This design comes from an exercise in tuning for small area and a short achievable clock period on the open sky130 flow, not from production work.
Only simulation tests tie the RTL to the original design; equivalence was not proved.
Power is estimated from default activity; no workload was simulated.

== try-cedar ==
// alu_top
module alu_top
#(
    parameter int INT_W  = alu_fx_pkg::INT_W_DEF,
    parameter int FRAC_W = alu_fx_pkg::FRAC_W_DEF,
    parameter int DATA_W = INT_W + FRAC_W
) (
    input  logic              i_clk,
    input  logic              i_rst_n,
    input  logic [DATA_W-1:0] i_data_a,
    input  logic [DATA_W-1:0] i_data_b,
    input  logic [alu_op_pkg::OP_W-1:0]   i_inst,
    output logic              o_busy,
    output logic              o_valid,
    output logic [DATA_W-1:0] o_data
);
    logic        exec;
    logic        sub;
    logic        rot;
    logic        lfsr;
    logic [15:0] m;
    logic [15:0] bq;
    logic [15:0] x;
    localparam int LOWK = 6;
    logic [LOWK-1:0]  s;
    logic [14-LOWK:0] r0;
    logic [14-LOWK:0] r1;
    logic        c10;
    logic        t25;
    logic        fits0;
    logic        fits1;
    logic        sgn;
    logic [15:0] rot_res;
    alu_decode u_decode (
        .i_clk    (i_clk),
        .i_rst_n  (i_rst_n),
        .i_data_a (i_data_a),
        .i_data_b (i_data_b),
        .i_inst   (i_inst),
        .i_acc    (o_data),
        .o_busy   (o_busy),
        .o_valid  (o_valid),
        .o_exec   (exec),
        .o_sub    (sub),
        .o_rot    (rot),
        .o_lfsr   (lfsr),
        .o_m      (m),
        .o_b      (bq),
        .o_x      (x)
    );
    alu_fx_arith u_fx_arith (
        .a     (m),
        .bq    (bq),
        .x     (x),
        .sub   (sub),
        .o_s   (s),
        .o_r0  (r0),
        .o_r1  (r1),
        .o_c10 (c10),
        .o_t25 (t25),
        .o_fits0 (fits0),
        .o_fits1 (fits1),
        .o_sgn  (sgn)
    );
    alu_bit_ops u_bit_ops (
        .i_lfsr (lfsr),
        .i_d    (bq[7:0]),
        .i_val  (x),
        .o_res  (rot_res)
    );
    alu_result #(
        .LOWK (LOWK)
    ) u_result (
        .i_clk       (i_clk),
        .i_rst_n     (i_rst_n),
        .i_exec      (exec),
        .i_rot_op    (rot),
        .i_s         (s),
  ...
Size in the first run: roughly 1600 cells after synthesis, ~12000 sq um of cells after synthesis.
clock: 10.0 ns
lec_check: 0
abc_area: 1
cap_margin: 20
core_margin: 2
core_utilization: 30
slew_margin: 20
standard.sh (not shown) runs the stock make flow with config.mk's settings and CLKGATE_MAP_FILE= SYNTH_SCRIPT=/design/flow/synth_recipe.tcl, a recipe that flattens the netlist after the stock synthesis.
==> flow/flow/run.sh <==
#!/bin/bash
# The standard layout (standard.sh: same synthesis, constraints, clock
# period and steps) with two of ORFS's own settings changed:
#  - every port still gets its buffer, but a sky130_fd_sc_hd__buf_2 instead
#    of the clkdlybuf4s50_1 that buffer_ports picks by default;
set -euo pipefail
bash standard.sh SETUP_SLACK_MARGIN=5.5 "BUFFER_PORTS_ARGS=-buffer_cell sky130_fd_sc_hd__buf_2" finish > standard_flow.log 2>&1
[inputs] try-fjord vs try-cedar
Settings: CORE_UTILIZATION now 40, was 30.
--- a/flow/flow/run.sh
+++ b/flow/flow/run.sh
@@ -5,3 +5,3 @@
 #    of the clkdlybuf4s50_1 that buffer_ports picks by default;
 set -euo pipefail
-bash standard.sh SETUP_SLACK_MARGIN=5.5 "BUFFER_PORTS_ARGS=-buffer_cell sky130_fd_sc_hd__buf_2" finish > standard_flow.log 2>&1
+bash standard.sh SETUP_SLACK_MARGIN=5.25 "BUFFER_PORTS_ARGS=-buffer_cell sky130_fd_sc_hd__buf_2" finish > standard_flow.log 2>&1
## What came out
In the flow results for try-cedar and try-fjord, the detailed-routing wirelength on met1 is smaller on try-fjord.
In terms of minimum hold slack, try-cedar and try-fjord differ only marginally.
try-fjord packs its core more tightly than try-cedar.
Going from try-cedar to try-fjord, routed wire length shrank slightly.
try-fjord against try-cedar; maximum frequency is down slightly.
Setup changes, try-fjord to try-maple
Settings: CORE_UTILIZATION changed from 40 to 30.
### Flow results
- try-maple against try-fjord: sequential cell count about even; total stage count of the critical path fell 9.
- Comparing try-maple with try-fjord, the sequential power came out essentially unchanged.
- As far as clock transition at the registers of the reported paths is concerned, try-fjord and try-maple perform about the same.
- From try-fjord to try-maple the numbers moved as follows: post-detailed-routing wire length increased 480 microns, relative contribution of combinational cells to total power saw a decrease, last weighted congestion value of the routability-driven placer decreased by 2.7% relative to the old numbers, routed wirelength normalized by instance count now smaller.
- Via count in try-maple is 54 above try-fjord.
Edits applied to the flow inputs when going from try-maple to try-onyx:
Settings: CORE_UTILIZATION: 30 -> 40; SETUP_SLACK_MARGIN: unset -> 5.
==> flow/run.sh (new file) <==
#!/bin/bash
# synth_recipe.tcl (not shown) runs the flow's synth.tcl, then flattens the netlist and writes it again
# the make line also repeats each setting of config.mk as NAME=value (left out here)
make -C /OpenROAD-flow-scripts/flow DESIGN_CONFIG=/design/flow/config.mk WORK_HOME=/design/flow/orfs CLKGATE_MAP_FILE= SYNTH_SCRIPT=/design/flow/synth_recipe.tcl finish
removed: flow/flow/run.sh
removed: flow/standard.sh
Findings:
- In the tables for try-maple and try-onyx, count of placed standard cells in the final layout, fillers left out reads higher with try-maple.
- On try-onyx: global-route track usage on met2 is 12 points higher than what try-maple gave.
- From try-maple to try-onyx the numbers moved as follows: maximum frequency fell by 4.1%; number of antenna diodes went down by 1.
- | clock group power | try-onyx vs try-maple | better |
- The logic gate share of total power in try-onyx sits 0.7 points above the value recorded for try-maple.
- | half-perimeter wire length after detailed placement | lower: try-onyx |
- try-onyx vs try-maple — non-clock buffer count dropped by more than a quarter
- try-maple and try-onyx ended up with nearly the same global-route wire length before repair.
- Reported for try-maple and try-onyx, deepest level of the CTS H-tree turned out identical to the last digit.
### try-onyx -> try-sierra
Settings: clearing SETUP_SLACK_MARGIN, which used to be 5.
==> flow/flow/run.sh (new file) <==
#!/bin/bash
# The standard layout (standard.sh: same synthesis, constraints, clock
# period and steps) with two of ORFS's own settings changed:
#  - every port still gets its buffer, but a sky130_fd_sc_hd__buf_2 instead
#    of the clkdlybuf4s50_1 that buffer_ports picks by default;
set -euo pipefail
bash standard.sh SETUP_SLACK_MARGIN=5.5 "BUFFER_PORTS_ARGS=-buffer_cell sky130_fd_sc_hd__buf_2" finish > standard_flow.log 2>&1
==> flow/standard.sh (new file) <==
#!/bin/bash
# synth_recipe.tcl (not shown) runs the flow's synth.tcl, then flattens the netlist and writes it again
# the make line also repeats each setting of config.mk as NAME=value (left out here)
make -C /OpenROAD-flow-scripts/flow DESIGN_CONFIG=/design/flow/config.mk WORK_HOME=/design/flow/orfs CLKGATE_MAP_FILE= SYNTH_SCRIPT=/design/flow/synth_recipe.tcl "${@:-finish}"
removed: flow/run.sh
Notes after the runs:
Looking at portion of the layout cell area used by non-clock buffers, try-sierra sits above try-onyx.
Against try-onyx, try-sierra comes in 41 higher on number of global-route vias before repair.
Total of cells resized after clock tree synthesis delta for try-sierra relative to try-onyx: 75% higher
[compare] base=try-onyx new=try-sierra: register-to-register slack moved up, worst-case clock skew level.
On cell count: between try-sierra and try-onyx, it ends up higher for try-sierra.
Diff try-sierra and try-onyx: power per standard cell area lower in try-onyx
try-sierra: area of all sequential standard cells 1.0% above try-onyx
For try-sierra, the worst setup path startpoint was u_result.rq0[4]$_DFFE_PN0P_, unlike try-onyx, where it was u_decode.o_m[3]$_DFF_P_.
For final non-filler cell area, dividing the value from try-onyx by the value from try-sierra gives 0.947.
Re number of cells in the design after placement: try-sierra is about 0.3% down on try-onyx.
Global-route wire length before repair: try-sierra vs try-onyx up 510 microns

## afterwards: timing with drivers on the ports
The flow's constraints put no driver on any port. The routed layouts listed below were extracted and timed again, unchanged, in two steps.
Step 1 assumes that a clkbuf_16 drives the clock port and a buf_2 every other input.
Step 2, shift: input delay + t, output delay - t, t = (earliest + latest rising clock arrival at the registers) / 2. This alone moves slack from input paths to output paths.
Slacks: ideal ports / drivers / drivers and shift; pairs: ideal ports / drivers.
run	t (ns)	setup WS [ns]	cell pins on the clock port's net
try-cedar	0.400	5.472 / 5.425 / 5.225	1
try-fjord	0.394	5.408 / 5.371 / 5.097	1
try-maple	0.405	5.395 / 5.346 / 5.084	1
try-onyx	0.394	5.201 / 5.159 / 5.033	1
try-sierra	0.399	5.451 / 5.402 / 5.260	1
After both steps every run listed still meets setup and hold.
